What follows belongs to an exercise in optimizing a design on an open flow for small area, a short achievable clock period and few clock cycles per item; a production flow would make more cautious choices.
The RTL was checked by simulation tests, not by an equivalence proof against the original design.
Power is estimated from default activity; no workload was simulated.

<file path="flow/run.sh">
#!/bin/bash
# synth_recipe.tcl (not shown) runs the flow's synth.tcl, then flattens the netlist and writes it again
# the make line also repeats each setting of config.mk as NAME=value (left out here)
make -C /OpenROAD-flow-scripts/flow DESIGN_CONFIG=/design/flow/config.mk WORK_HOME=/design/flow/orfs CLKGATE_MAP_FILE= SYNTH_SCRIPT=/design/flow/synth_recipe.tcl finish
</file>
<file path="flow/config.mk">
export PLATFORM = sky130hd
export DESIGN_NAME = fixed_chunk_free_list
export DESIGN_NICKNAME = fixed_chunk_free_list
export VERILOG_FILES = /design/flow/design.v
export SDC_FILE = /design/flow/constraint.sdc
export NUM_CORES = 4
export LEC_CHECK = 0
export CAP_MARGIN = 20
export CORE_MARGIN = 2
export CORE_UTILIZATION = 70
export CTS_CLUSTER_DIAMETER = 60
export CTS_CLUSTER_SIZE = 30
export SETUP_SLACK_MARGIN = 3.0
export SLEW_MARGIN = 20
</file>
<file path="flow/constraint.sdc">
create_clock -name core_clock -period 6.0 [get_ports {clock}]
set_input_delay 1.2000 -clock core_clock [delete_from_list [all_inputs] [get_ports {clock}]]
set_output_delay 1.2000 -clock core_clock [all_outputs]
set_load 0.01 [all_outputs]
</file>
<file path="flow/design.v">
package fcfl_pkg;
   localparam int OFFSET_W = 24;
   localparam int LENGTH_W = 25;
   localparam int SHIFT_W  = 5;
   localparam int CSR_DATA_W = 32;
   localparam int CSR_ADDR_W = 3;
   localparam logic [1:0] KIND_ALLOC    = 2'd0;
   localparam logic [1:0] KIND_FREE     = 2'd1;
   localparam logic [1:0] KIND_FREE_ALL = 2'd2;
   localparam logic [1:0] STATUS_OK     = 2'd0;
   localparam logic [1:0] STATUS_EMPTY  = 2'd1;
   localparam logic [1:0] STATUS_BOUNDS = 2'd2;
   localparam logic REG_BUFFER_LENGTH = 1'b0;
   localparam logic REG_CHUNK_SHIFT   = 1'b1;
   localparam logic [SHIFT_W-1:0] SHIFT_MIN   = 5'd3;
   localparam logic [SHIFT_W-1:0] SHIFT_MAX   = 5'd16;
   localparam logic [SHIFT_W-1:0] SHIFT_RESET = 5'd6;
   localparam logic [1:0] ST_IDLE       = 2'd0;
   localparam logic [1:0] ST_ALLOC_WAIT = 2'd1;
   localparam logic [1:0] ST_SWEEP      = 2'd2;
endpackage
import fcfl_pkg::*;
module fcfl_csr
(
   input  logic                  clock,
   input  logic                  reset,
   input  logic                  csr_psel,
   input  logic                  csr_penable,
   input  logic                  csr_pwrite,
   input  logic [CSR_ADDR_W-1:0] csr_paddr,
   input  logic [CSR_DATA_W-1:0] csr_pwdata,
   output logic [CSR_DATA_W-1:0] csr_prdata,
   output logic                  csr_pready,
   output logic [LENGTH_W-1:0]   cfg_buffer_length,
   output logic [SHIFT_W-1:0]    cfg_chunk_shift
);
   logic [LENGTH_W-1:0] buffer_length_ff, buffer_length_in;
   logic [SHIFT_W-1:0]  chunk_shift_ff, chunk_shift_in;
   logic                wr_en;
   assign csr_pready = 1'b1;
   assign wr_en      = csr_psel && csr_penable && csr_pwrite;
   always_comb begin
      buffer_length_in = buffer_length_ff;
      chunk_shift_in   = chunk_shift_ff;
      if (wr_en) begin
         unique case (csr_paddr[2])
            REG_BUFFER_LENGTH: buffer_length_in = csr_pwdata[LENGTH_W-1:0];
            REG_CHUNK_SHIFT:   chunk_shift_in   = csr_pwdata[SHIFT_W-1:0];
            default:           buffer_length_in = buffer_length_ff;
         endcase
      end
   end
   always_ff @(posedge clock) begin
      if (reset) begin
         buffer_length_ff <= '0;
         chunk_shift_ff   <= SHIFT_RESET;
      end else begin
         buffer_length_ff <= buffer_length_in;
         chunk_shift_ff   <= chunk_shift_in;
      end
   end
   always_comb begin
      unique case (csr_paddr[2])
         REG_BUFFER_LENGTH: csr_prdata = CSR_DATA_W'(buffer_length_ff);
         REG_CHUNK_SHIFT:   csr_prdata = CSR_DATA_W'(chunk_shift_ff);
         default:           csr_prdata = '0;
      endcase
   end
   assign cfg_buffer_length = buffer_length_ff;
   assign cfg_chunk_shift = chunk_shift_ff;
endmodule
import fcfl_pkg::*;
module fcfl_engine
#(
   parameter int MAX_CHUNKS = 256
)(
   input  logic         clock,
   input  logic         reset,
   input  logic [LENGTH_W-1:0] cfg_buffer_length,
   input  logic [SHIFT_W-1:0]  cfg_chunk_shift,
   input  logic                req_valid,
   output logic                req_ready,
   input  logic [1:0]          req_kind,
   input  logic [OFFSET_W-1:0] req_byte_offset,
   output logic                rsp_valid,
   input  logic                rsp_ready,
   output logic [1:0]          rsp_status,
   output logic [OFFSET_W-1:0] rsp_chunk_offset
);
   localparam int IDX_W  = $clog2(MAX_CHUNKS);
   localparam int CNT_W  = IDX_W + 1;
   localparam int WIDE_W = IDX_W + 16;
   logic [SHIFT_W-1:0]  shift;
   assign shift = (cfg_chunk_shift < SHIFT_MIN) ? SHIFT_MIN :
                  (cfg_chunk_shift > SHIFT_MAX) ? SHIFT_MAX : cfg_chunk_shift;
   logic             a_valid_ff;
   logic             a_alloc_ff;    
   logic             a_push_ff;     
   logic             a_bounds_ff;   
   logic             a_fall_ff;     
   logic [IDX_W-1:0] a_idx_ff;
   logic             q0_valid_ff;
   logic             exec;
   logic             accept;
   logic [OFFSET_W-1:0] free_idx;
   logic                free_ok;
   assign exec      = a_valid_ff && (!q0_valid_ff || rsp_ready);
   assign req_ready = !a_valid_ff || !q0_valid_ff || rsp_ready;
   assign accept    = req_valid && req_ready;
   assign free_idx = req_byte_offset >> shift;
   assign free_ok  = ({1'b0, req_byte_offset} < cfg_buffer_length) &&
                     ({1'b0, free_idx} < LENGTH_W'(MAX_CHUNKS));
   always_ff @(posedge clock) begin
      if (reset) begin
         a_valid_ff <= 1'b0;
      end else if (accept) begin
         a_valid_ff <= 1'b1;
      end else if (exec) begin
         a_valid_ff <= 1'b0;
      end
   end
   always_ff @(posedge clock) begin
      if (accept) begin
         a_alloc_ff  <= (req_kind == KIND_ALLOC);
         a_push_ff   <= (req_kind == KIND_FREE) && free_ok;
         a_bounds_ff <= (req_kind == KIND_FREE) && !free_ok;
         a_fall_ff   <= (req_kind == KIND_FREE_ALL);
         a_idx_ff    <= free_idx[IDX_W-1:0];
      end
   end
   logic [IDX_W-1:0] head_ff;
   logic             hv_ff;
   logic [IDX_W-1:0] wm1_ff;     
   logic             vr_ff;      
   logic [CNT_W-1:0] lo_ff;      
   logic [IDX_W-1:0] tail_ff;    
   logic             tv_ff;
   logic [IDX_W-1:0] link_mem [0:MAX_CHUNKS-1];
   logic             head_virgin;
   logic             pend_v_ff;       
   logic [IDX_W-1:0] pend_addr_ff;    
   logic             link_end;
   logic [IDX_W-1:0] head_m1;
   logic [IDX_W-1:0] link_val;
   logic             idx_virgin;
   logic [LENGTH_W-1:0] len_chunks;
   logic [CNT_W-1:0]    new_count;
   logic [WIDE_W-1:0]   alloc_wide;
   assign head_virgin = vr_ff && (head_ff == wm1_ff);
   assign idx_virgin  = vr_ff && ({1'b0, a_idx_ff} >= lo_ff) && (a_idx_ff <= wm1_ff);
   assign head_m1     = head_ff - IDX_W'(1);
   assign link_end    = head_virgin ? (head_ff == '0) : (tv_ff && head_ff == tail_ff);
   assign link_val    = head_virgin ? head_m1 : link_mem[head_ff];
   logic [CNT_W-1:0] count_ff;
   assign len_chunks = cfg_buffer_length >> shift;
   assign new_count  = (len_chunks > LENGTH_W'(MAX_CHUNKS)) ? CNT_W'(MAX_CHUNKS)
                                                            : len_chunks[CNT_W-1:0];
   always_ff @(posedge clock) begin
      count_ff <= new_count;
   end
   assign alloc_wide = WIDE_W'(head_ff) << shift;
   logic                do_alloc, do_free, do_free_all;
   logic [1:0]          new_status;
   logic [OFFSET_W-1:0] new_offset;
   assign do_alloc    = exec && a_alloc_ff && hv_ff;
   assign do_free     = exec && a_push_ff;
   assign do_free_all = exec && a_fall_ff;
   always_comb begin
      new_status = STATUS_OK;
      new_offset = '0;
      if (a_alloc_ff) begin
         if (hv_ff) new_offset = OFFSET_W'(alloc_wide);
         else       new_status = STATUS_EMPTY;
      end else if (a_bounds_ff) begin
         new_status = STATUS_BOUNDS;
      end
   end
   always_ff @(posedge clock) begin
      if (reset) begin
         hv_ff <= 1'b0;
         vr_ff <= 1'b0;
         tv_ff <= 1'b0;
      end else if (do_alloc) begin
         hv_ff <= !link_end;
         if (head_virgin) vr_ff <= ({1'b0, head_ff} > lo_ff);
      end else if (do_free) begin
         hv_ff <= 1'b1;
         if (idx_virgin) vr_ff <= (a_idx_ff < wm1_ff);
         if (!hv_ff) tv_ff <= 1'b1;
         else if (a_idx_ff == tail_ff) tv_ff <= 1'b0;
      end else if (do_free_all) begin
         hv_ff <= (count_ff != '0);
         vr_ff <= (count_ff != '0);
         tv_ff <= 1'b0;
      end
   end
   always_ff @(posedge clock) begin
      if (do_alloc) begin
         head_ff <= link_val;
         if (head_virgin) wm1_ff <= head_m1;
      end else if (do_free) begin
         head_ff <= a_idx_ff;
         if (!hv_ff) tail_ff <= a_idx_ff;
         if (idx_virgin) lo_ff <= {1'b0, a_idx_ff} + CNT_W'(1);
      end else if (do_free_all) begin
         head_ff <= IDX_W'(count_ff - CNT_W'(1));
         wm1_ff  <= IDX_W'(count_ff - CNT_W'(1));
         lo_ff   <= '0;
      end
   end
   logic             mem_wr_en;
   logic [IDX_W-1:0] mem_wr_addr;
   logic [IDX_W-1:0] mem_wr_data;
   assign mem_wr_en   = do_free || pend_v_ff;
   assign mem_wr_addr = do_free ? a_idx_ff : pend_addr_ff;
   assign mem_wr_data = do_free ? head_ff : (pend_addr_ff - IDX_W'(1));
   always_ff @(posedge clock) begin
      if (reset) begin
         pend_v_ff <= 1'b0;
      end else if (do_alloc && head_virgin) begin
         pend_v_ff <= (head_ff != '0);
      end else if (do_free) begin
         if (a_idx_ff == pend_addr_ff) pend_v_ff <= 1'b0;
      end else begin
         pend_v_ff <= 1'b0;
      end
   end
   always_ff @(posedge clock) begin
      if (do_alloc && head_virgin) begin
         pend_addr_ff <= head_ff;
      end
   end
   always_ff @(posedge clock) begin
      if (mem_wr_en) begin
         link_mem[mem_wr_addr] <= mem_wr_data;
      end
   end
   logic [1:0]          q0_status_ff;
   logic [OFFSET_W-1:0] q0_offset_ff;
   always_ff @(posedge clock) begin
      if (reset) begin
         q0_valid_ff <= 1'b0;
      end else if (exec) begin
         q0_valid_ff <= 1'b1;
      end else if (rsp_ready) begin
         q0_valid_ff <= 1'b0;
      end
   end
   always_ff @(posedge clock) begin
      if (exec) begin
         q0_status_ff <= new_status;
         q0_offset_ff <= new_offset;
      end
   end
   assign rsp_valid        = q0_valid_ff;
   assign rsp_status       = q0_status_ff;
   assign rsp_chunk_offset = q0_offset_ff;
endmodule
import fcfl_pkg::*;
module fixed_chunk_free_list
#(
   parameter int MAX_CHUNKS = 256
)(
   input  logic                  clock,
   input  logic                  reset,
   input  logic                  req_valid,
   output logic                  req_ready,
   input  logic [1:0]            req_kind,
   input  logic [OFFSET_W-1:0]   req_byte_offset,
   output logic                  rsp_valid,
   input  logic                  rsp_ready,
   output logic [1:0]            rsp_status,
   output logic [OFFSET_W-1:0]   rsp_chunk_offset,
   input  logic                  csr_psel,
   input  logic                  csr_penable,
   input  logic                  csr_pwrite,
   input  logic [CSR_ADDR_W-1:0] csr_paddr,
   input  logic [CSR_DATA_W-1:0] csr_pwdata,
   output logic [CSR_DATA_W-1:0] csr_prdata,
   output logic                  csr_pready
);
   logic [LENGTH_W-1:0] cfg_buffer_length;
   logic [SHIFT_W-1:0]  cfg_chunk_shift;
   fcfl_csr u_csr (
      .clock       (clock),
      .reset       (reset),
      .csr_psel    (csr_psel),
      .csr_penable (csr_penable),
      .csr_pwrite  (csr_pwrite),
      .csr_paddr   (csr_paddr),
      .csr_pwdata  (csr_pwdata),
      .csr_prdata  (csr_prdata),
      .csr_pready  (csr_pready),
      .cfg_buffer_length (cfg_buffer_length),
      .cfg_chunk_shift   (cfg_chunk_shift)
   );
   fcfl_engine #(
      .MAX_CHUNKS (MAX_CHUNKS)
   ) u_engine (
      .clock  (clock),
      .reset  (reset),
      .cfg_buffer_length (cfg_buffer_length),
      .cfg_chunk_shift   (cfg_chunk_shift),
      .req_valid        (req_valid),
      .req_ready        (req_ready),
      .req_kind         (req_kind),
      .req_byte_offset  (req_byte_offset),
      .rsp_valid        (rsp_valid),
      .rsp_ready        (rsp_ready),
      .rsp_status       (rsp_status),
      .rsp_chunk_offset (rsp_chunk_offset)
   );
endmodule
</file>
==> summary.txt, run 1 <==
Critical path
  • WP data arrival: 4070 ps
  • CP dominant cell by count: buf_12
  • Crit path cell chain: buf_12 -> buf_12 -> nand2b_4 -> buf_4 -> o22ai_1 -> or4_1 -> a21oi_1 -> a311oi_1 -> o211ai_1 -> o21ai_1 -> mux2_4
  • Crit path launch type: flop
  • WP data required: 6700 ps
  • Slowest cell on crit path: o211ai_1
  • Critical path endpoint category: flop
  • Worst-path fanout max: 14
  • Crit Path Class: reg -> reg
  • R2R Setup Slk: 2630 ps
  • R2R cell count: 11
  • Crit path largest cell delay: 540 ps

Floorplanning
  • Initial Util: 70.68%
  • Chip Width: 363.1 microns
  • Die height: 363.1 microns
  • Io pins: 129
  • # rows: 131
  • Die ar.: 131800 sq um
  • Area of the core: 127700 sq um

Yosys
  • Asr flop ratio synth: 0%
  • Distinct cells, synth: 88
  • Seq/Total Area, Yosys: 71.95%
  • Syn Std Cell Area: 90240 sq um
  • Top FF cell, synth: edfxtp_1
  • Area leader, netlist: edfxtp_1
  • Seq cells post-synth: 2180
  • Avg Inst Size Synth: 17.92 sq um
  • Synth top area share: 70.78%
  • Synth warnings: 2
  • Top cells by area, synth: edfxtp_1 (71%), mux4_2 (9.5%), mux2i_1 (3.7%), nor2_1 (1.7%), dfxtp_1 (1.2%)
  • Post-synth EDFFs: 2127
  • Mapped Cells: 5037

Power and ir drop
  • Sw Pwr: 7.987 mW
  • Comb pwr share: 12.4%
  • Peak supply drop: 0.0003774 V
  • Switching share of power: 25.63%
  • Seq pwr share: 53.6%
  • Clock network power share: 34.0%
  • Int Pwr: 23.18 mW
  • Pwr/cell area: 297.1 nW/um^2
  • Leakage power: 34.28 nW

Global routing
  • Grt peak-use layer: met2
  • Grt ovf: 0
  • Initial antenna violation count: 4
  • First-pass GRT wire length: 362200 microns
  • Vias in the first global route: 50380
  • Total global-route track usage: 39.21%
  • Met2 GRT Util: 59.26%
  • Largest net degree at the start of global routing: 257
  • Global Route met1 Usage: 53.24%
  • Met3 Track Usage GR: 10.22%

Timing
  • Worst slew pin tran: 1190 ps
  • Setup TNS: 0 ps
  • Hold slack: 461.3 ps
  • Fin worst setup slack: 2629 ps
  • Fin. Hold Viols: 0
  • Final period util: 56.18%
  • Setup violators final: 0
  • Fmax: 296.7 MHz
  • Minimum clock period: 3371 ps
  • Relative slew slack: 20.37%
  • Worst Skew: 39.53 ps
  • RSZ-0062 raised after global routing: true
  • Fin. max-slew vios: 0

Route
  • Via/cell ratio: 7.407
  • DR WL/cell: 36.73 microns
  • Final WL: 262100 microns
  • DRC: 0
  • Drt first-iter violations: 8374
  • Pre-antenna DRT Iters: 8
  • Vias: 52860
  • Final ANT Viol Nets: 0

Cells and area
  • Final Cell Area: 104900 sq um
  • Layout Area Growth over Synthesis: 16.25%
  • Post-Route Utilization: 82.16%
  • Nets@finish: 5479
  • Share of cells above drive strength 1: 28.69%

Min path
  • Hold path start: u_csr.buffer_length_ff[4]
  • Worst hold path type: reg -> reg
  • Hold Path Depth: 2
  • Hold Path End: u_csr.buffer_length_ff[4]

Clocking
  • Clk root buf: clkbuf_16
  • Max clock buf depth: 3
  • CTS tree: done
  • H-tree depth: 4
  • Clk sinks: 2180
  • TritonCTS Buffers: 137
  • Worst-path clk slew: 100 ps
  • Worst skew pair latency: 830 ps

Place
  • PortBufs: 111
  • Dpl ws: 766.8 ps
  • Placed instance area: 93090 sq um
  • DP HPWL: 144800 microns
  • Gpl congestion: 0.9361

Job
  • Max_cap viols: 0

Run status
  • Outcome: complete, no violations
[cell usage in the layout, fill, tap and decap left out, drive strengths merged, types with 19 or more instances in the layout]
master         netlist  layout
xnor2               39      39
a22o                21      21
inv                 55     101
clkdlybuf4s50        0      81
mux2i              331     331
a211oi              19      19
nand2b              19      20
buf                176     371
o21ai               78      80
clkbuf             161     160
edfxtp            2127    2127
o221ai             109     109
o22ai               78      78
clkinv               2      40
a31oi               24      24
ha                  52      52
mux4               413     413
nand2              255     256
a22oi               52      52
dfxtp               53      53
a21oi              140     140
bufbuf               0      20
nor2b               26      26
nand3               61      61
nor2               409     410
nand4               19      19
nor3                44      44
[per-layer routing]
metal | share of wire (%) | wire (microns)
met5 | 0.039 | 102
met4 | 6.4 | 16850
met3 | 13 | 34580
met2 | 47 | 121900
met1 | 34 | 88660
[cell type report]
type / instances / area [sq um]
tap: 1662 / 2079
multi-input combinational: 2479 / 26440
clock buffer: 144 / 3455
fill: 6061 / 22770
inverter: 57 / 234.0
clock inverter: 109 / 1393
antenna: 2 / 5.005
sequential: 2180 / 65010
timing repair buffer: 504 / 6294
[through the flow]
step | power (mW) | cells
3_3_place_gp | 19.93 | 6662
6_report | 31.17 | 7137
5_1_grt | 31.70 | 7135
4_1_cts | 30.79 | 7055
3_5_place_dp | 19.98 | 6664
2_1_floorplan | 18.88 | 5046
[power groups by stage]
stage	registers [mW]	logic, mW	clock network, mW
after detailed placement	17.1	2.89	0
after global placement	17.1	2.85	0
final	16.7	3.86	10.6
after global routing	16.7	3.91	11.1
after floorplan	17.0	1.88	0
after CTS	16.7	3.52	10.6
[critical path: cells and delay by family (launching register included)]
| kind | cells | cell delay (ps) |
|---|---|---|
| AO/OA/AOI/OAI | 5 | 1200 |
| multiplexers | 1 | 280 |
| buffers and inverters | 3 | 610 |
| AND/OR/NAND/NOR | 2 | 740 |
| flip-flops | 1 | 380 |
[Yosys cell counts, drive strengths merged (21+ instances only)]
cell    number
nor2b       26
nor2       409
clkbuf     161
xnor2       39
o22ai       78
a21oi      140
inv         55
ha          52
o221ai     109
a22o        21
nand3       61
edfxtp    2127
nand2      255
nor3        44
a31oi       24
a22oi       52
buf        176
o21ai       78
mux2i      331
mux4       413
dfxtp       53
[timing repair]
action | 4_1_cts | 5_1_grt
pin swaps | 57 | 53
resized for setup | 856 | 249
hold buffers | 0 | 0
setup endpoints to repair | 3878 | 1621
setup buffers | 106 | 64
gates cloned | 32 | 15
[worst max path at each step]
stage              start                        to  slack, ps
2_1_floorplan  rsp_ready   u_engine.link_mem[0][3]        870
3_3_place_gp   rsp_ready  u_engine.link_mem[15][1]        820
3_5_place_dp   rsp_ready  u_engine.link_mem[15][4]        770
4_1_cts             flop                      flop       2690
5_1_grt             flop                      flop       2650
6_report            flop                      flop       2630
[kinds of logic (layout without fill, tap and decap cells)]
group	after synthesis	after routing	share of synthesized area, %
buffers and inverters	395	814	2.801
other	2	13	0.008322
multiplexers	757	757	14.27
adder cells (fa/ha/maj)	52	52	0.7210
XOR/XNOR	57	57	0.5532
AO/OA/AOI/OAI	677	681	5.246
AND/OR/NAND/NOR	917	921	4.444
flip-flops	2180	2180	71.95
[flip-flops by register name, indices dropped and copies added (netlist names), named ones only]
signal                  count
u_engine.a_valid_ff         1
u_engine.lo_ff              9
u_engine.a_fall_ff          1
u_engine.tail_ff            8
u_engine.a_push_ff          1
u_engine.a_idx_ff           8
u_engine.head_ff            8
u_engine.q0_status_ff       2
u_csr.buffer_length_ff     25
u_engine.hv_ff              1
u_engine.wm1_ff             8
u_engine.a_bounds_ff        1
u_engine.pend_v_ff          1
u_engine.q0_offset_ff      24
u_engine.vr_ff              1
u_engine.count_ff           9
u_csr.chunk_shift_ff        5
u_engine.link_mem        2048
u_engine.tv_ff              1
u_engine.a_alloc_ff         1
u_engine.q0_valid_ff        1
u_engine.pend_addr_ff       8
Testbench counts, summed over its fixed seeds: cycles 9,640, items 9,624.
==> run 2: changes to the inputs <==
--- a/flow/config.mk
+++ b/flow/config.mk
@@ -7,7 +7,7 @@
 export LEC_CHECK = 0
 export CAP_MARGIN = 20
 export CORE_MARGIN = 2
-export CORE_UTILIZATION = 70
+export CORE_UTILIZATION = 60
 export CTS_CLUSTER_DIAMETER = 60
 export CTS_CLUSTER_SIZE = 30
 export SETUP_SLACK_MARGIN = 3.0
==> run 2 against run 1 <==
Against the previous run:
- via count shrank 3.2%
- synthesized cell count stayed put
- power rose by 0.18%
- area after synthesis stayed put
- maximum frequency shrank 0.79%
- worst hold slack worse by 2.6 ps
- setup slack got worse by 27 ps
- combinational power decreased by 4%
- global-route usage decreased by 5.9 points
- still clean on timing, DRC and antenna
==> summary.txt, run 2 <==
Route
  • Vias: 51190 (-3.2%)
  • Final WL: 257500 microns (-1.7%)
  • DR WL/cell: 34.08 microns (-7.2%)
  • Via/cell ratio: 6.774 (-8.5%)
  • Pre-antenna DRT Iters: 8 (unchanged)
  • DRC: 0 (unchanged)
  • Drt first-iter violations: 7011 (-16%)
  • Final ANT Viol Nets: 0 (unchanged)

Yosys
  • Asr flop ratio synth: 0% (unchanged)
  • Area leader, netlist: edfxtp_1
  • Post-synth EDFFs: 2127 (unchanged)
  • Seq/Total Area, Yosys: 71.95% (unchanged)
  • Seq cells post-synth: 2180 (unchanged)
  • Synth warnings: 2 (unchanged)
  • Count leader, synth: edfxtp_1
  • Syn Std Cell Area: 90240 sq um (unchanged)
  • Most common library cells after synthesis: edfxtp_1 (2127), nor2_1 (407), mux4_2 (381)
  • Synth top area share: 70.78% (unchanged)
  • Avg Inst Size Synth: 17.92 sq um (unchanged)
  • Top cells by area, synth: edfxtp_1 (71%), mux4_2 (9.5%), mux2i_1 (3.7%), nor2_1 (1.7%), dfxtp_1 (1.2%)
  • Distinct cells, synth: 88 (unchanged)
  • Top FF cell, synth: edfxtp_1
  • Mapped Cells: 5037 (unchanged)

Place
  • Gpl congestion: 0.8607 (-8.1%)
  • PortBufs: 111 (unchanged)
  • DP HPWL: 149300 microns (+3.1%)

Clocking
  • TritonCTS Buffers: 142 (+3.6%)
  • Max clock buf depth: 3 (unchanged)
  • Hold_buf cts: 0 (unchanged)
  • Clk root buf: clkbuf_16
  • Worst skew pair latency: 820 ps (about the same)
  • H-tree depth: 4 (unchanged)
  • Clk sinks: 2180 (unchanged)
  • Worst-path clk slew: 80 ps (-20 ps)
  • CTS tree: done

Timing
  • Final period util: 56.63% (+0.45 points)
  • Setup violators final: 0 (unchanged)
  • Setup TNS: 0 ps (unchanged)
  • Relative slew slack: 28.82% (+8.5 points)
  • Worst Skew: 39.98 ps (+0.4547 ps)
  • RSZ-0062 raised after global routing: true
  • Hold slack: 458.7 ps (-2.604 ps)
  • Fin. Hold Viols: 0 (unchanged)
  • Minimum clock period: 3398 ps (+26.71 ps)
  • Worst slew pin tran: 1068 ps (-122.3 ps)
  • Fin. max-slew vios: 0 (unchanged)
  • Fmax: 294.3 MHz (-0.79%)

Power and ir drop
  • Leakage power: 34.52 nW (+0.69%)
  • Peak supply drop: 0.0003193 V (-15%)
  • Pwr/cell area: 295.5 nW/um^2 (-0.54%)

Cells and area
  • Number of fill cells: 9533 (+57%)
  • Layout Area Growth over Synthesis: 17.10%
  • Most frequent cells in the layout: edfxtp_1 (2127), mux4_2 (387), mux2i_1 (322), buf_4 (281), nor2_4 (233)
  • Most common cell after layout, fill and taps aside: edfxtp_1
  • Biggest regs: u_engine.link_mem (2048), u_csr.buffer_length_ff (25), u_engine.q0_offset_ff (24)
  • Nets@finish: 5538 (+1.1%)
  • Top reg by flops: u_engine.link_mem
  • Max reg flops: 2048 (unchanged)
  • Share of cells above drive strength 1: 28.98% (+0.29 points)

Critical path
  • Crit Path Class: reg -> reg
  • WP data arrival: 3940 ps (-130 ps)
  • R2R Setup Slk: 2600 ps (-30 ps)
  • Crit path cell chain: buf_12 -> buf_16 -> buf_16 -> mux4_2 -> mux4_2 -> a31oi_4 -> a32o_2 -> nor4b_1 -> buf_4 -> a211o_1
  • Crit path launch type: flop
  • Critical path buffer and inverter count: 4 (+1)
  • Critical path endpoint category: flop
  • WP data required: 6540 ps (-160 ps)
  • Slowest cell on crit path: mux4_2
  • Largest delay share family, worst path: multiplexers
  • R2R cell count: 10 (-1)
  • Crit path largest cell delay: 550 ps (about the same)
  • Reg-to-Reg End: u_engine.head_ff[2]
  • Worst-path fanout max: 8 (-6)

Global routing
  • Grt peak-use layer: met2
  • Global Route met1 Usage: 49.13% (-4.1 points)
  • Met3 Track Usage GR: 5.745% (-4.5 points)
  • First-pass GRT wire length: 359300 microns (-0.81%)
  • Grt ovf: 0 (unchanged)
  • Initial antenna violation count: 6 (+2)
  • Vias in the first global route: 48780 (-3.2%)
  • Met2 GRT Util: 51.84% (-7.4 points)
  • Largest net degree at the start of global routing: 197 (-23%)
  • Total global-route track usage: 33.32% (-5.9 points)

Min path
  • Worst hold path type: reg -> reg
  • Hold Path Depth: 2 (unchanged)
  • Hold Path End: u_csr.buffer_length_ff[1]
  • Hold path start: u_csr.buffer_length_ff[1]

Run status
  • Outcome: complete, no violations

Floorplanning
  • Area of the core: 149600 sq um (+17%)
  • # rows: 142 (+8.4%)
  • Die height: 391.8 microns (+7.9%)
  • Die ar.: 153500 sq um (+16%)
  • Chip Width: 391.8 microns (+7.9%)
  • Io pins: 129 (unchanged)
  • Initial Util: 60.32% (-10 points)

Job
  • Max_cap viols: 0 (unchanged)
[run 2: cell counts after synthesis]
Identical to the previous run, type by type.
[run 2: cell type report]
class	instances	area (sq um)	share of cell area [%]
flip-flops and latches	2180	65000	61.51
inverters	57	217.7	0.2060
repair buffers	562	6735	6.374
clock inverters	111	1359	1.286
well taps	2016	2522	2.387
diodes	2	5.005	0.004736
multi-input cells	2475	26160	24.75
clock buffers	154	3672	3.475
[run 2: kinds of logic (layout without fill, tap and decap cells)]
group / Yosys count / count (layout) / share of synthesized area, %
AO/OA/AOI/OAI: 677 / 680 / 5.246
XOR/XNOR: 57 / 57 / 0.5532
adder cells (fa/ha/maj): 52 / 52 / 0.7210
buffers and inverters: 395 / 884 / 2.801
flip-flops: 2180 / 2180 / 71.95
multiplexers: 757 / 757 / 14.27
other: 2 / 13 / 0.008322
AND/OR/NAND/NOR: 917 / 918 / 4.444
[run 2: layer usage]
metal	wire length [microns]	part of all wire [%]	up-vias
met5	20	0.0078	-
met4	8308	3.2	2
met3	24830	9.6	412
met2	121900	47	2819
met1	102500	40	26750
li1	-	-	21210
[run 2: report_power, final]
group          switching, mW  internal, mW
logic                   2.27          1.45
registers             0.0963          16.6
clock network           5.62          5.18
total                   7.98          23.2
[run 2: metrics by stage]
step / util, % / area (sq um) / power, mW / setup slack (ps) / cells
after floorplan: - / 90430 / 18.88 / 873.4 / 5046
after global placement: 62.64 / 93700 / 20.04 / 887.2 / 7042
after detailed placement: 62.64 / 93700 / 20.06 / 827.5 / 7042
after CTS: 69.33 / 103700 / 31.02 / 2628 / 7437
after global routing: 70.64 / 105700 / 31.93 / 2588 / 7557
final: 70.64 / 105700 / 31.22 / 2602 / 7557
[run 2: how the worst max path moves through the flow]
stage               from                        end  slack [ps]  cells past startpoint
5_1_grt             flop                       flop        2590                     12
3_5_place_dp   rsp_ready  u_engine.link_mem[129][4]         830                      8
6_report            flop        u_engine.head_ff[2]        2600                     10
4_1_cts             flop        u_engine.head_ff[2]        2630                     11
3_3_place_gp   rsp_ready  u_engine.link_mem[129][6]         890                      8
2_1_floorplan  rsp_ready    u_engine.link_mem[0][3]         870                      8
[run 2: timing repair]
item / in CTS / in global routing
setup buffers: 108 / 106
gates resized for setup: 868 / 167
endpoints found under the setup margin: 3598 / 1352
hold endpoints to repair: 0 / 0
pin swaps: 41 / 49
cloned: 22 / 12
[run 2: worst register-to-register path, cell delays in order (launching register included)]
cell and delay (ps):
dfxtp_4 460, buf_12 220, buf_16 200, buf_16 130
mux4_2 550, mux4_2 550, a31oi_4 310, a32o_2 280
nor4b_1 80, buf_4 170, a211o_1 220
==> run 3: changes to the inputs <==
--- a/flow/config.mk
+++ b/flow/config.mk
@@ -7,8 +7,9 @@
 export LEC_CHECK = 0
 export CAP_MARGIN = 20
 export CORE_MARGIN = 2
-export CORE_UTILIZATION = 60
+export CORE_UTILIZATION = 70
 export CTS_CLUSTER_DIAMETER = 60
 export CTS_CLUSTER_SIZE = 30
 export SETUP_SLACK_MARGIN = 3.0
 export SLEW_MARGIN = 20
+export TNS_END_PERCENT = 5
==> run 3 against run 2 <==
Against the previous run:
- power fell by 2.0%
- register-to-register slack worse by 20 ps
- combinational power is 2% lower
- worst hold slack improved by 4.3 ps
- flip-flop and latch count unchanged
- sequential power barely moved
- die area is 14% lower
- non-clock buffer count is 89 lower
- global-route usage grew 4.8 points
- first-iteration DRC count increased by 27%
- maximum frequency shrank 0.70%
- highest routed layer unchanged
==> summary.txt, run 3 <==
Run status
  • Outcome: complete, no violations

Route
  • Pre-antenna DRT Iters: 6 (-2)
  • DR WL/cell: 35.80 microns (+5.0%)
  • Via/cell ratio: 7.343 (+8.4%)
  • Drt first-iter violations: 8890 (+27%)
  • Final ANT Viol Nets: 0 (unchanged)
  • Vias: 52090 (+1.8%)
  • Final WL: 253900 microns (-1.4%)
  • DRC: 0 (unchanged)

Cells and area
  • Layout Area Growth over Synthesis: 14.83%
  • Max reg flops: 2048 (unchanged)
  • Top reg by flops: u_engine.link_mem
  • Number of fill cells: 6263 (-34%)
  • Nets@finish: 5445 (-1.7%)
  • Most common cell after layout, fill and taps aside: edfxtp_1
  • Finished Layout Cells: 7094 (-6.1%)
  • Share of cells above drive strength 1: 26.86% (-2.1 points)
  • Biggest regs: u_engine.link_mem (2048), u_csr.buffer_length_ff (25), u_engine.q0_offset_ff (24)
  • Most frequent cells in the layout: edfxtp_1 (2127), mux4_2 (383), mux2i_1 (324), nor2_4 (228), nand2_1 (221)
  • Post-Route Utilization: 81.16% (+11 points)
  • Final Cell Area: 103600 sq um (-1.9%)

Min path
  • Worst hold path type: reg -> reg

Yosys
  • Syn Std Cell Area: 90240 sq um (unchanged)
  • Avg Inst Size Synth: 17.92 sq um (unchanged)
  • Seq/Total Area, Yosys: 71.95% (unchanged)
  • Area leader, netlist: edfxtp_1
  • Most common library cells after synthesis: edfxtp_1 (2127), nor2_1 (407), mux4_2 (381)
  • Top FF cell, synth: edfxtp_1
  • Synth warnings: 2 (unchanged)
  • Asr flop ratio synth: 0% (unchanged)
  • Seq cells post-synth: 2180 (unchanged)
  • Post-synth EDFFs: 2127 (unchanged)
  • Top cells by area, synth: edfxtp_1 (71%), mux4_2 (9.5%), mux2i_1 (3.7%), nor2_1 (1.7%), dfxtp_1 (1.2%)
  • Distinct cells, synth: 88 (unchanged)
  • Synth top area share: 70.78% (unchanged)
  • Count leader, synth: edfxtp_1
  • Mapped Cells: 5037 (unchanged)

Power and ir drop
  • Pwr/cell area: 295.3 nW/um^2 (about the same)
  • Peak supply drop: 0.0003474 V (+8.8%)
  • Tot Pwr: 30.60 mW (-2.0%)
  • Leakage power: 33.94 nW (-1.7%)

Clocking
  • CTS tree: done
  • TritonCTS Buffers: 135 (-4.9%)
  • Clk root buf: clkbuf_16
  • Worst skew pair latency: 820 ps (about the same)
  • Hold_buf cts: 0 (unchanged)
  • Max clock buf depth: 3 (unchanged)
  • Clk sinks: 2180 (unchanged)
  • Worst-path clk slew: 90 ps (about the same)
  • H-tree depth: 4 (unchanged)

Timing
  • Worst Skew: 37.31 ps (-2.672 ps)
  • Fin worst setup slack: 2579 ps (-23.80 ps)
  • Worst slew pin tran: 1113 ps (+45.77 ps)
  • Setup violators final: 0 (unchanged)
  • Final period util: 57.02% (+0.40 points)
  • Hold slack: 463.1 ps (+4.305 ps)
  • Fin. Hold Viols: 0 (unchanged)
  • RSZ-0062 raised after global routing: true
  • Setup TNS: 0 ps (unchanged)
  • Fin. max-slew vios: 0 (unchanged)
  • Fmax: 292.3 MHz (-0.70%)
  • Minimum clock period: 3421 ps (+23.80 ps)
  • Relative slew slack: 25.14% (-3.7 points)

Place
  • Placed Cells: 6637 (-5.8%)
  • DP HPWL: 140300 microns (-6.0%)
  • PortBufs: 111 (unchanged)
  • Dpl ws: 813.9 ps (-13.59 ps)
  • Placed instance area: 92850 sq um (-0.91%)
  • Gpl congestion: 0.9222 (+7.1%)

Floorplanning
  • Initial Util: 70.68% (+10 points)
  • Die height: 363.1 microns (-7.3%)
  • Die ar.: 131800 sq um (-14%)
  • Area of the core: 127700 sq um (-15%)
  • Chip Width: 363.1 microns (-7.3%)
  • # rows: 131 (-7.7%)
  • Io pins: 129 (unchanged)

Global routing
  • Grt ovf: 0 (unchanged)
  • First-pass GRT wire length: 352000 microns (-2.0%)
  • Total global-route track usage: 38.07% (+4.8 points)
  • Vias in the first global route: 49280 (+1.0%)
  • Initial antenna violation count: 3 (-3)
  • Largest net degree at the start of global routing: 257 (+30%)

Critical path
  • WP data arrival: 3990 ps (+50 ps)
  • WP data required: 6570 ps (+30 ps)
  • Critical path endpoint category: flop
  • Crit path launch type: flop
  • Worst-path fanout max: 15 (+7)
  • Crit Path Class: reg -> reg

Job
  • Max_cap viols: 0 (unchanged)
==> run 3: cell counts after synthesis <==
Identical to the previous run, type by type.
==> run 3: what timing repair did <==
item | 4_1_cts | 5_1_grt
setup endpoints to repair | 3722 | 3517
buffers inserted | 101 | 68
gates resized for setup | 810 | 91
gates cloned | 24 | 18
pin swaps | 49 | 31
==> run 3: logic make-up after synthesis <==
kind of cell | count (synthesis) | synth area share [%]
mux | 757 | 14.27
xor+xnor | 57 | 0.5532
other cells | 2 | 0.008322
simple gates | 917 | 4.444
compound gates | 677 | 5.246
fa+ha+maj | 52 | 0.7210
buf+inv | 395 | 2.801
flops | 2180 | 71.95
==> run 3: critical path, cell delays in order, from the launching register on <==
cell and delay, ps:
dfxtp_1 480, buf_4 420, nor2b_1 650, o211ai_1 210, nor3_1 350, o31ai_4 160
a221oi_4 530, nor4b_4 120, a211o_1 240
==> run 3: worst paths after layout <==
path	startpoint	to	slack, ps	cells after the start
setup reg to reg	flop	u_engine.head_ff[2]	2580	8
hold reg to reg	u_csr.buffer_length_ff[1]	u_csr.buffer_length_ff[1]	460	2
setup / recovery	flop	u_engine.head_ff[2]	2580	8
hold / removal	u_csr.buffer_length_ff[1]	u_csr.buffer_length_ff[1]	460	2
==> run 3: where the power goes <==
group / switching, mW / total, mW / internal (mW)
Sequential: 0.104 / 16.7 / 16.6
Clock: 5.27 / 10.3 / 4.98
Combinational: 2.24 / 3.63 / 1.39
==> run 3: layout make-up <==
| class | instances | area (sq um) | area share, % |
|---|---|---|---|
| clock inverters | 95 | 1126 | 1.087 |
| repair buffers | 473 | 5744 | 5.543 |
| inverters | 57 | 217.7 | 0.2101 |
| flip-flops and latches | 2180 | 64960 | 62.69 |
| multi-input cells | 2478 | 25960 | 25.06 |
| well taps | 1662 | 2079 | 2.007 |
| clock buffers | 145 | 3522 | 3.399 |
| diodes | 4 | 10.01 | 0.009659 |
==> run 3: metal layers <==
metal	vias up	wire, microns	GRT usage (%)
li1	20990	-	-
met4	4	14730	18.69
met1	26310	89060	53.26
met3	718	32080	9.260
met2	4070	118000	57.42
met5	-	39	0.1452
==> run 4: changes to the inputs <==
--- a/flow/config.mk
+++ b/flow/config.mk
@@ -10,6 +10,6 @@
 export CORE_UTILIZATION = 70
 export CTS_CLUSTER_DIAMETER = 60
 export CTS_CLUSTER_SIZE = 30
-export SETUP_SLACK_MARGIN = 3.0
+export SETUP_SLACK_MARGIN = 2.7
 export SLEW_MARGIN = 20
 export TNS_END_PERCENT = 5
==> run 4 against run 3 <==
Against the previous run:
- die area did not move
- largest power group unchanged
- global-route usage decreased by 0.35 points
- synthesized cell count is the same
- final area decreased by 1.7%
- combinational power is 6.3% lower
- area after synthesis is the same
- utilization shrank 1.4 points
- sequential share of layout area increased by 1.1 points
- power decreased by 0.84%
- sequential power barely moved
- register-to-register slack got worse by 120 ps
- highest routed layer unchanged
==> summary.txt, run 4 <==
Cells and area
  • Nets@finish: 5342 (-1.9%)
  • Biggest regs: u_engine.link_mem (2048), u_csr.buffer_length_ff (25), u_engine.q0_offset_ff (24)
  • Final Cell Area: 101800 sq um (-1.7%)
  • Number of fill cells: 6545 (+4.5%)
  • Top reg by flops: u_engine.link_mem
  • Most common cell after layout, fill and taps aside: edfxtp_1
  • Share of cells above drive strength 1: 24.04% (-2.8 points)
  • Most frequent cells in the layout: edfxtp_1 (2127), mux4_2 (386), mux2i_1 (329), nand2_1 (225), nor2_4 (199)
  • Area occupied by multi-input gates: 25320 sq um (-2.5%)
  • Reg area: 64960 sq um (about the same)
  • Max reg flops: 2048 (unchanged)
  • Layout Area Growth over Synthesis: 12.82%
  • Post-Route Utilization: 79.74% (-1.4 points)

Timing
  • Relative slew slack: 20.99% (-4.1 points)
  • Setup violators final: 0 (unchanged)
  • Setup TNS: 0 ps (unchanged)
  • Minimum clock period: 3549 ps (+127.4 ps)
  • Fmax: 281.8 MHz (-3.6%)
  • Final period util: 59.15% (+2.1 points)
  • Fin. Hold Viols: 0 (unchanged)
  • Worst slew pin tran: 1175 ps (+61.66 ps)
  • Worst Skew: 38.94 ps (+1.627 ps)
  • Fin. max-slew vios: 0 (unchanged)
  • RSZ-0062 raised after global routing: true

Yosys
  • Seq cells post-synth: 2180 (unchanged)
  • Synth warnings: 2 (unchanged)
  • Top cells by area, synth: edfxtp_1 (71%), mux4_2 (9.5%), mux2i_1 (3.7%), nor2_1 (1.7%), dfxtp_1 (1.2%)
  • Distinct cells, synth: 88 (unchanged)
  • Mapped Cells: 5037 (unchanged)
  • Avg Inst Size Synth: 17.92 sq um (unchanged)
  • Asr flop ratio synth: 0% (unchanged)
  • Syn Std Cell Area: 90240 sq um (unchanged)
  • Area leader, netlist: edfxtp_1
  • Top FF cell, synth: edfxtp_1
  • Most common library cells after synthesis: edfxtp_1 (2127), nor2_1 (407), mux4_2 (381)
  • Seq/Total Area, Yosys: 71.95% (unchanged)
  • Count leader, synth: edfxtp_1
  • Post-synth EDFFs: 2127 (unchanged)
  • Synth top area share: 70.78% (unchanged)

Critical path
  • WP data required: 4800 ps (-1770 ps)
  • Worst-path fanout max: 16 (+1)
  • Crit path launch type: input pin
  • Largest delay share family, worst path: buffers and inverters
  • WP data arrival: 2350 ps (-1640 ps)
  • Critical path buffer and inverter count: 3 (+2)
  • Critical path endpoint category: output port
  • Slowest cell on crit path: clkdlybuf4s50_1
  • Crit path cell chain: clkdlybuf4s15_2 -> bufbuf_16 -> nor2_1 -> clkdlybuf4s50_1
  • Crit Path Class: in -> out
  • Crit path largest cell delay: 550 ps (-100 ps)
  • CP startpoint: csr_paddr[2]

Global routing
  • First-pass GRT wire length: 348700 microns (-0.95%)
  • Initial antenna violation count: 4 (+1)
  • Grt ovf: 0 (unchanged)
  • Largest net degree at the start of global routing: 257 (unchanged)
  • Total global-route track usage: 37.73% (-0.35 points)
  • Vias in the first global route: 48880 (-0.82%)

Clocking
  • H-tree depth: 4 (unchanged)
  • Worst skew pair latency: 820 ps (about the same)
  • Hold_buf cts: 0 (unchanged)
  • TritonCTS Buffers: 135 (unchanged)
  • Clk sinks: 2180 (unchanged)
  • CTS tree: done
  • Worst-path clk slew: 90 ps (about the same)
  • Clk root buf: clkbuf_16
  • Max clock buf depth: 3 (unchanged)

Floorplanning
  • Die height: 363.1 microns (unchanged)
  • Chip Width: 363.1 microns (unchanged)
  • Die ar.: 131800 sq um (unchanged)
  • Io pins: 129 (unchanged)
  • Initial Util: 70.68% (unchanged)
  • Area of the core: 127700 sq um (unchanged)
  • # rows: 131 (unchanged)

Route
  • DRC: 0 (unchanged)
  • Drt first-iter violations: 8351 (-6.1%)
  • Final ANT Viol Nets: 0 (unchanged)
  • Via/cell ratio: 7.296 (-0.64%)
  • Final WL: 246100 microns (-3.1%)
  • Vias: 51000 (-2.1%)
  • Pre-antenna DRT Iters: 6 (unchanged)
  • DR WL/cell: 35.20 microns (-1.7%)

Power and ir drop
  • Tot Pwr: 30.34 mW (-0.84%)
  • Pwr/cell area: 298.0 nW/um^2 (+0.93%)
  • Leakage power: 33.18 nW (-2.2%)
  • Peak supply drop: 0.0003485 V (+0.33%)

Min path
  • Hold path start: u_csr.buffer_length_ff[1]
  • Worst hold path type: reg -> reg

Place
  • Placed instance area: 92850 sq um (unchanged)
  • Gpl congestion: 0.9222 (unchanged)
  • PortBufs: 111 (unchanged)
  • DP HPWL: 140300 microns (unchanged)

Run status
  • Outcome: complete, no violations

Job
  • Max_cap viols: 0 (unchanged)
## run 4: cell count changes in the layout (fill, tap and decap cells not counted), moves of 9 or more
cell and change:
buf_12 -10, buf_4 -62, buf_6 -19, clkbuf_16 -11, clkdlybuf4s50_1 +14, dlygate4sd2_1 -19, nor2_2 +21, nor2_4 -29
o21ai_2 -11, o221ai_1 +10, o221ai_2 -9
## run 4: area by class of cell
cell class	instances	share of cell area, %
Clock buffer	145	3.459
Clock inverter	95	1.106
Multi-Input combinational cell	2477	24.87
Antenna cell	3	0.007373
Inverter	57	0.2138
Tap cell	1662	2.042
Sequential cell	2180	63.80
Timing Repair Buffer	371	4.503
## run 4: per-stage QoR
stage | worst slack (ps) | instances | hold WS, ps
after floorplan | 872.4 | 5046 | 436.3
after global placement | 960.6 | 6637 | 442.4
after detailed placement | 813.9 | 6637 | 448.6
after CTS | 2438 | 6972 | 462.1
after global routing | 2386 | 6987 | 481.8
final | 2451 | 6990 | 462.4
## run 4: final timing paths
kind / endpoint / slack, ps / cells after the start
worst max-delay path: csr_prdata[15] / 2450 / 4
worst min-delay path: u_csr.buffer_length_ff[1] / 460 / 2
worst max register to register: flop / 2460 / 11
worst min register to register: u_csr.buffer_length_ff[1] / 460 / 2
## run 4: repair_timing
item                                    in CTS  in global routing
endpoints found under the setup margin    2952               2472
gates resized for setup                    666                 41
pin swaps                                   26                  5
setup buffers                               72                  9
gates cloned                                23                  4
## run 4: worst reg2reg max path, cell delays in order, from the launching register on
cell	delay [ps]
dfxtp_4	510
buf_12	160
nand2_8	200
buf_4	400
o221ai_1	280
o22ai_1	140
nor3_1	640
o31ai_1	170
buf_4	200
nor3_1	340
o21ai_2	210
a22oi_1	210
## run 4: where the power goes
part / internal [mW] / total, mW / switching (mW)
clock: 4.98 / 10.2 / 5.24
sequential: 16.6 / 16.7 / 0.112
combinational: 1.28 / 3.40 / 2.12
total: 22.9 / 30.3 / 7.47
## run 4: cells by family (layout without fill, tap and decap cells)
group	Yosys count	in the layout	share of synthesized area, %
buffers and inverters	395	668	2.801
other	2	14	0.008322
multiplexers	757	757	14.27
flip-flops	2180	2180	71.95
XOR/XNOR	57	57	0.5532
AND/OR/NAND/NOR	917	920	4.444
AO/OA/AOI/OAI	677	680	5.246
adder cells (fa/ha/maj)	52	52	0.7210
## run 4: routing by layer
metal  global-route usage (%)  part of all wire, %
met1                    53.29                   36
met2                    56.31                   46
met3                    9.112                   12
met4                    18.81                  5.9
met5                        0                0.011
==> run 5: changes to the inputs <==
--- a/flow/config.mk
+++ b/flow/config.mk
@@ -7,9 +7,9 @@
 export LEC_CHECK = 0
 export CAP_MARGIN = 20
 export CORE_MARGIN = 2
-export CORE_UTILIZATION = 70
+export CORE_UTILIZATION = 60
 export CTS_CLUSTER_DIAMETER = 60
 export CTS_CLUSTER_SIZE = 30
-export SETUP_SLACK_MARGIN = 2.7
+export SETUP_SLACK_MARGIN = 3.0
 export SLEW_MARGIN = 20
 export TNS_END_PERCENT = 5
==> run 5 against run 4 <==
Against the previous run:
- count of clock-buffer cells in the layout rose by 9
- highest routed layer is now met4
- sequential power barely moved
- flip-flop and latch count did not move
- largest cell class unchanged
- clock power barely moved
- cell count rose by 9.9%
- worst hold slack got worse by 3.6 ps
- critical path depth rose by 9
- largest power group unchanged
- area after synthesis did not move
- power rose by 2.1%
- final area rose by 3.7%
- synthesized cell count did not move
==> summary.txt, run 5 <==
Route
  • Via/cell ratio: 6.684 (-8.4%)
  • Pre-antenna DRT Iters: 6 (unchanged)
  • Final WL: 256200 microns (+4.1%)
  • Final ANT Viol Nets: 0 (unchanged)
  • Vias: 51350 (+0.68%)
  • DRC: 0 (unchanged)
  • DR WL/cell: 33.35 microns (-5.3%)
  • Drt first-iter violations: 6329 (-24%)

Critical path
  • Slowest cell on crit path: mux4_2
  • Crit Path Class: reg -> reg
  • WP data arrival: 3910 ps (+1560 ps)
  • Largest delay share family, worst path: compound AO/OA/AOI/OAI gates
  • WP data required: 6570 ps (+1770 ps)
  • Crit path launch type: flop
  • Crit path cell chain: buf_4 -> buf_12 -> buf_16 -> buf_16 -> buf_12 -> mux4_2 -> mux2_4 -> nand2_2 -> o21ai_2 -> a22oi_2 -> a32o_2 -> nor4b_4 -> a211o_1
  • Crit path largest cell delay: 510 ps (-40 ps)
  • Critical path endpoint category: flop
  • Critical path buffer and inverter count: 5 (+2)
  • Worst-path fanout max: 8 (-8)

Place
  • Dpl ws: 982.4 ps (+168.5 ps)
  • PortBufs: 111 (unchanged)
  • DP HPWL: 151000 microns (+7.6%)
  • Gpl congestion: 0.8538 (-7.4%)

Cells and area
  • Biggest regs: u_engine.link_mem (2048), u_csr.buffer_length_ff (25), u_engine.q0_offset_ff (24)
  • Top reg by flops: u_engine.link_mem
  • Max reg flops: 2048 (unchanged)
  • Most frequent cells in the layout: edfxtp_1 (2127), buf_4 (423), mux4_2 (395), mux2i_1 (320), nor2_1 (265)
  • Nets@finish: 5671 (+6.2%)
  • Post-Route Utilization: 70.60% (-9.1 points)
  • Most common cell after layout, fill and taps aside: edfxtp_1
  • Share of cells above drive strength 1: 29.70% (+5.7 points)
  • Layout Area Growth over Synthesis: 17.04%

Timing
  • Minimum clock period: 3340 ps (-208.6 ps)
  • Fin. max-slew vios: 0 (unchanged)
  • Final period util: 55.67% (-3.5 points)
  • Relative slew slack: 29.03% (+8.0 points)
  • Fin worst setup slack: 2660 ps (+208.6 ps)
  • Fmax: 299.4 MHz (+6.2%)
  • Worst Skew: 40.73 ps (+1.797 ps)
  • Worst slew pin tran: 1064 ps (-110.6 ps)
  • RSZ-0062 raised after global routing: true
  • Setup TNS: 0 ps (unchanged)
  • Setup violators final: 0 (unchanged)
  • Fin. Hold Viols: 0 (unchanged)

Clocking
  • Worst-path clk slew: 90 ps (about the same)
  • Clk root buf: clkbuf_16
  • Hold_buf cts: 0 (unchanged)
  • CTS tree: done
  • Clk sinks: 2180 (unchanged)
  • TritonCTS Buffers: 139 (+3.0%)
  • H-tree depth: 4 (unchanged)
  • Worst skew pair latency: 820 ps (about the same)
  • Max clock buf depth: 3 (unchanged)

Power and ir drop
  • Tot Pwr: 30.97 mW (+2.1%)
  • Peak supply drop: 0.0003311 V (-5.0%)
  • Clock network power share: 33.7% (about the same)
  • Leakage power: 35.09 nW (+5.8%)
  • Comb pwr share: 12.4% (+1.2 points)
  • Int Pwr: 23.10 mW (+0.99%)
  • Seq pwr share: 54.0% (-1.1 points)
  • Switching share of power: 25.43% (+0.81 points)
  • Pwr/cell area: 293.3 nW/um^2 (-1.6%)
  • Sw Pwr: 7.875 mW (+5.4%)

Global routing
  • Largest net degree at the start of global routing: 213 (-17%)
  • First-pass GRT wire length: 360900 microns (+3.5%)
  • Initial antenna violation count: 1 (-3)
  • Global Route met1 Usage: 48.14% (-5.2 points)
  • Total global-route track usage: 33.40% (-4.3 points)
  • Grt peak-use layer: met2
  • Vias in the first global route: 49160 (+0.56%)
  • Met2 GRT Util: 51.77% (-4.5 points)
  • Grt ovf: 0 (unchanged)
  • Met3 Track Usage GR: 6.100% (-3.0 points)

Floorplanning
  • Die height: 391.8 microns (+7.9%)
  • Chip Width: 391.8 microns (+7.9%)
  • Area of the core: 149600 sq um (+17%)
  • Initial Util: 60.32% (-10 points)
  • Io pins: 129 (unchanged)
  • # rows: 142 (+8.4%)
  • Die ar.: 153500 sq um (+16%)

Yosys
  • Synth warnings: 2 (unchanged)
  • Post-synth EDFFs: 2127 (unchanged)
  • Distinct cells, synth: 88 (unchanged)
  • Syn Std Cell Area: 90240 sq um (unchanged)
  • Synth top area share: 70.78% (unchanged)
  • Top cells by area, synth: edfxtp_1 (71%), mux4_2 (9.5%), mux2i_1 (3.7%), nor2_1 (1.7%), dfxtp_1 (1.2%)
  • Seq/Total Area, Yosys: 71.95% (unchanged)
  • Seq cells post-synth: 2180 (unchanged)
  • Avg Inst Size Synth: 17.92 sq um (unchanged)
  • Top FF cell, synth: edfxtp_1
  • Count leader, synth: edfxtp_1
  • Mapped Cells: 5037 (unchanged)
  • Asr flop ratio synth: 0% (unchanged)
  • Most common library cells after synthesis: edfxtp_1 (2127), nor2_1 (407), mux4_2 (381)
  • Area leader, netlist: edfxtp_1

Min path
  • Worst hold path type: reg -> reg

Job
  • Max_cap viols: 0 (unchanged)

Run status
  • Outcome: complete, no violations
-- run 5: cell counts after synthesis --
No cell type changed its count.
-- run 5: power by group through the flow --
stage / clock, mW / sequential [mW] / combinational [mW]
floorplan: 0 / 17.0 / 1.88
global placement: 0 / 17.1 / 2.93
detailed placement: 0 / 17.1 / 2.95
CTS: 10.5 / 16.7 / 3.53
global route: 11.1 / 16.7 / 3.95
finish: 10.4 / 16.7 / 3.83
-- run 5: worst reg2reg max path, cell delays in order (launching register included) --
cell	delay [ps]
dfxtp_4	420
buf_4	140
buf_12	120
buf_16	160
buf_16	180
buf_12	150
mux4_2	520
mux2_4	300
nand2_2	80
o21ai_2	70
a22oi_2	270
a32o_2	370
nor4b_4	100
a211o_1	240
-- run 5: kinds of logic (layout without fill, tap and decap cells) --
| group | after synthesis | after routing | synth area share (%) |
|---|---|---|---|
| AO/OA/AOI/OAI | 677 | 678 | 5.246 |
| multiplexers | 757 | 757 | 14.27 |
| adder cells (fa/ha/maj) | 52 | 52 | 0.7210 |
| other | 2 | 12 | 0.008322 |
| AND/OR/NAND/NOR | 917 | 919 | 4.444 |
| XOR/XNOR | 57 | 57 | 0.5532 |
| buffers and inverters | 395 | 1012 | 2.801 |
| flip-flops | 2180 | 2180 | 71.95 |
-- run 5: worst paths after layout --
kind                                                 from  slack (ps)                        end  depth (start not counted)
worst max register to register                       flop        2660        u_engine.head_ff[2]                         13
worst max-delay path                                 flop        2660        u_engine.head_ff[2]                         13
worst min-delay path            u_csr.buffer_length_ff[2]         460  u_csr.buffer_length_ff[2]                          2
worst min register to register  u_csr.buffer_length_ff[2]         460  u_csr.buffer_length_ff[2]                          2
-- run 5: area by class of cell --
type / count / area (sq um)
Tap cell: 2016 / 2522
Inverter: 57 / 226.5
Timing Repair Buffer: 699 / 7641
Clock buffer: 154 / 3684
Sequential cell: 2180 / 65000
Fill cell: 9641 / 43980
Clock inverter: 102 / 1124
Antenna cell: 1 / 2.502
Multi-Input combinational cell: 2474 / 25410
-- run 5: layer usage --
layer  share of wire [%]  up-vias
met1                  39    26630
li1                    -    21440
met5                   0        -
met2                  47     2827
met3                 9.7      453
met4                 4.0        0
-- run 5: what timing repair did --
item                       4_1_cts  5_1_grt
buffers inserted               128      108
cloned                          26        9
setup endpoints to repair     3014      995
gates resized for setup        706      156
pin swaps                       48       66
-- run 5: per-stage QoR --
stage,hold slack [ps],std cells,area (sq um)
after global routing,480.5,7682,105600
final,458.8,7683,105600
after detailed placement,446.7,7155,94570
after floorplan,436.3,5046,90430
after global placement,445.6,7155,94560
after CTS,456.8,7565,103800
==> run 6: changes to the inputs <==
--- a/flow/config.mk
+++ b/flow/config.mk
@@ -7,8 +7,8 @@
 export LEC_CHECK = 0
 export CAP_MARGIN = 20
 export CORE_MARGIN = 2
-export CORE_UTILIZATION = 60
-export CTS_CLUSTER_DIAMETER = 60
+export CORE_UTILIZATION = 70
+export CTS_CLUSTER_DIAMETER = 100
 export CTS_CLUSTER_SIZE = 30
 export SETUP_SLACK_MARGIN = 3.0
 export SLEW_MARGIN = 20
==> run 6 against run 5 <==
Against the previous run:
- still clean
- routed wire length down 1.4%
- synthesized cell count unchanged
- die area fell by 14%
- setup slack lost 60 ps
- clock skew down 5.1 ps
- cell count down 9.5%
- sequential share of layout area increased by 2.4 points
- flip-flop and latch count unchanged
- largest cell class unchanged
- largest power group unchanged
- highest routed layer is now met5
==> summary.txt, run 6 <==
Power and ir drop
  • Peak supply drop: 0.0002570 V (-22%)
  • Int Pwr: 20.63 mW (-11%)
  • Comb pwr share: 13.4% (+1.0 points)
  • Pwr/cell area: 269.8 nW/um^2 (-8.0%)
  • Switching share of power: 24.68% (-0.75 points)
  • Seq pwr share: 61.0% (+7.0 points)
  • Sw Pwr: 6.760 mW (-14%)
  • Clock network power share: 25.6% (-8.1 points)
  • Leakage power: 32.81 nW (-6.5%)

Clocking
  • Max clock buf depth: 3 (unchanged)
  • Clk root buf: clkbuf_16
  • Clk sinks: 2180 (unchanged)
  • TritonCTS Buffers: 83 (-40%)
  • CTS tree: done
  • H-tree depth: 3 (-1)
  • Hold_buf cts: 0 (unchanged)
  • Worst-path clk slew: 120 ps (+30 ps)
  • Worst skew pair latency: 760 ps (-60 ps)

Yosys
  • Mapped Cells: 5037 (unchanged)
  • Most common library cells after synthesis: edfxtp_1 (2127), nor2_1 (407), mux4_2 (381)
  • Count leader, synth: edfxtp_1
  • Syn Std Cell Area: 90240 sq um (unchanged)
  • Area leader, netlist: edfxtp_1
  • Avg Inst Size Synth: 17.92 sq um (unchanged)
  • Seq cells post-synth: 2180 (unchanged)
  • Distinct cells, synth: 88 (unchanged)
  • Top cells by area, synth: edfxtp_1 (71%), mux4_2 (9.5%), mux2i_1 (3.7%), nor2_1 (1.7%), dfxtp_1 (1.2%)
  • Synth warnings: 2 (unchanged)
  • Seq/Total Area, Yosys: 71.95% (unchanged)
  • Asr flop ratio synth: 0% (unchanged)
  • Post-synth EDFFs: 2127 (unchanged)
  • Top FF cell, synth: edfxtp_1
  • Synth top area share: 70.78% (unchanged)

Critical path
  • Largest delay share family, worst path: compound AO/OA/AOI/OAI gates
  • Critical path endpoint category: flop
  • R2R cell count: 10 (-3)
  • Slowest cell on crit path: mux4_1
  • WP data required: 6640 ps (+70 ps)
  • WP data arrival: 4040 ps (+130 ps)
  • Crit path largest cell delay: 640 ps (+130 ps)
  • WP depth: 10 (-3)
  • Worst-path fanout max: 14 (+6)
  • Crit path launch type: flop
  • Crit Path Class: reg -> reg
  • Crit path cell chain: buf_12 -> buf_4 -> mux4_1 -> a22o_1 -> o21ai_1 -> o21ai_0 -> o31ai_2 -> or4_4 -> o211ai_1 -> mux2_4
  • Critical path buffer and inverter count: 2 (-3)
  • R2R Setup Slk: 2600 ps (-60 ps)

Floorplanning
  • Die height: 363.1 microns (-7.3%)
  • Die ar.: 131800 sq um (-14%)
  • Io pins: 129 (unchanged)
  • Initial Util: 70.68% (+10 points)
  • Area of the core: 127700 sq um (-15%)
  • # rows: 131 (-7.7%)
  • Chip Width: 363.1 microns (-7.3%)

Timing
  • Fin worst setup slack: 2599 ps (-60.49 ps)
  • Fin. max-slew vios: 0 (unchanged)
  • Worst Skew: 35.60 ps (-5.137 ps)
  • Final period util: 56.68% (+1.0 points)
  • Setup violators final: 0 (unchanged)
  • RSZ-0062 raised after global routing: true
  • Fmax: 294.1 MHz (-1.8%)
  • Fin. Hold Viols: 0 (unchanged)
  • Relative slew slack: 28.34% (-0.70 points)
  • Setup TNS: 0 ps (unchanged)
  • Minimum clock period: 3401 ps (+60.49 ps)
  • Worst slew pin tran: 1075 ps (+10.46 ps)

Place
  • Gpl congestion: 0.9222 (+8.0%)
  • Placed instance area: 92850 sq um (-1.8%)
  • Dpl ws: 813.9 ps (-168.5 ps)
  • DP HPWL: 140300 microns (-7.1%)
  • Placed Cells: 6637 (-7.2%)
  • PortBufs: 111 (unchanged)

Route
  • Vias: 51720 (+0.72%)
  • Final ANT Viol Nets: 0 (unchanged)
  • Via/cell ratio: 7.441 (+11%)
  • DRC: 0 (unchanged)
  • Pre-antenna DRT Iters: 8 (+2)
  • Final WL: 252700 microns (-1.4%)
  • Drt first-iter violations: 8817 (+39%)
  • DR WL/cell: 36.36 microns (+9.0%)

Cells and area
  • Post-Route Utilization: 79.52% (+8.9 points)
  • Max reg flops: 2048 (unchanged)
  • Nets@finish: 5387 (-5.0%)
  • Finished Layout Cells: 6951 (-9.5%)
  • Final Cell Area: 101500 sq um (-3.9%)
  • Most common cell after layout, fill and taps aside: edfxtp_1
  • Share of cells above drive strength 1: 26.00% (-3.7 points)
  • Most frequent cells in the layout: edfxtp_1 (2127), mux4_2 (383), mux2i_1 (326), nor2_4 (244), nand2_1 (218)
  • Biggest regs: u_engine.link_mem (2048), u_csr.buffer_length_ff (25), u_engine.q0_offset_ff (24)
  • Top reg by flops: u_engine.link_mem
  • Layout Area Growth over Synthesis: 12.52%
  • Number of fill cells: 6546 (-32%)

Run status
  • Outcome: complete, no violations

Global routing
  • Vias in the first global route: 48900 (-0.53%)
  • Grt ovf: 0 (unchanged)
  • Initial antenna violation count: 7 (+6)
  • Largest net degree at the start of global routing: 257 (+21%)
  • Total global-route track usage: 38.07% (+4.7 points)
  • First-pass GRT wire length: 352400 microns (-2.4%)

Job
  • Max_cap viols: 0 (unchanged)

Min path
  • Hold Path End: u_csr.buffer_length_ff[1]
  • Hold path start: u_csr.buffer_length_ff[1]
  • Worst hold path type: reg -> reg
  • Hold Path Depth: 2 (unchanged)
run 6: cell counts after synthesis:
No cell type changed its count.
run 6: repair_timing:
action	in CTS	in global routing
cloned	33	12
setup buffers	110	50
pin swaps	42	51
resized for setup	809	222
setup endpoints to repair	3729	2136
run 6: area by class of cell:
cell class / count / area, sq um / share of cell area [%]
inverters: 57 / 217.7 / 0.2144
flip-flops and latches: 2180 / 64970 / 63.99
clock inverters: 8 / 110.1 / 0.1084
multi-input cells: 2479 / 26190 / 25.79
clock buffers: 94 / 2140 / 2.107
repair buffers: 466 / 5823 / 5.735
well taps: 1662 / 2079 / 2.048
diodes: 5 / 12.51 / 0.01232
run 6: worst register-to-register path, stage by stage (launching register included):
cell and delay, ps:
dfxtp_4 390, buf_12 220, buf_4 330, mux4_1 650, a22o_1 210, o21ai_1 410
o21ai_0 200, o31ai_2 210, or4_4 250, o211ai_1 130, mux2_4 280
run 6: per-stage QoR:
stage	hold WS, ps	power [mW]
after floorplan	436.3	18.88
after global placement	442.4	19.90
after detailed placement	448.6	19.94
after CTS	463.4	27.07
after global routing	483.4	27.92
final	464.1	27.39
run 6: metal layers:
metal / vias to the layer above / wire length (microns) / global-route usage (%)
met5: - / 125 / 0
met4: 12 / 15100 / 18.22
met3: 717 / 31020 / 8.296
met2: 4025 / 117800 / 58.02
met1: 26230 / 88660 / 53.62
li1: 20740 / - / -
run 6: worst max-delay path by stage:
stage                       from                       end  slack (ps)
finish                      flop                      flop        2600
global route                flop                      flop        2570
floorplan              rsp_ready   u_engine.link_mem[0][3]         870
CTS                 csr_paddr[2]             csr_prdata[0]        2660
global placement       rsp_ready  u_engine.link_mem[50][5]         960
detailed placement     rsp_ready  u_engine.link_mem[50][1]         810
run 6: power groups by stage:
stage	registers, mW	logic (mW)	clock network, mW
detailed placement	17.1	2.84	0
floorplan	17.0	1.88	0
global placement	17.1	2.81	0
global route	16.7	3.75	7.45
finish	16.7	3.68	7.00
CTS	16.7	3.37	6.98
run 6: logic make-up after synthesis:
family | Yosys count | share of synthesized area (%)
AND/OR/NAND/NOR | 917 | 4.444
adder cells (fa/ha/maj) | 52 | 0.7210
multiplexers | 757 | 14.27
flip-flops | 2180 | 71.95
XOR/XNOR | 57 | 0.5532
AO/OA/AOI/OAI | 677 | 5.246
buffers and inverters | 395 | 2.801
other | 2 | 0.008322

separate check: timing with driven ports:
Ports are ideal in the flow. The routed layouts listed here were re-timed in OpenROAD.
Step 1 (the two cells are an assumption about what drives the block):
set clk [get_ports {clock}]
set_driving_cell -lib_cell sky130_fd_sc_hd__clkbuf_16 $clk
set_driving_cell -lib_cell sky130_fd_sc_hd__buf_2 [delete_from_list [all_inputs] $clk]
Step 2 also shifts input and output timing later by t, the mid clock arrival at the registers, as if the neighbouring blocks saw the same clock.
Slacks: ideal ports / drivers / drivers and shift; pairs: ideal ports / drivers.
| run | shift t [ns] | setup WS [ns] | worst slew at a driven data input, ns | pins driven straight from the clock port |
|---|---|---|---|---|
| run 1 | 0.893 | 2.629 / 2.629 / 2.072 | 0.10 | 1 |
| run 2 | 0.883 | 2.602 / 2.602 / 2.194 | 0.18 | 1 |
| run 3 | 0.881 | 2.579 / 2.579 / 1.780 | 0.06 | 1 |
| run 4 | 0.871 | 2.451 / 2.431 / 1.657 | 0.07 | 1 |
| run 5 | 0.875 | 2.660 / 2.660 / 2.097 | 0.15 | 1 |
| run 6 | 0.828 | 2.599 / 2.599 / 2.220 | 0.07 | 1 |
After both steps setup and hold are still met in every run listed. For run 3, which loses most, drivers alone change the setup slack by 0.000 ns; drivers and shift together by -0.799 ns.
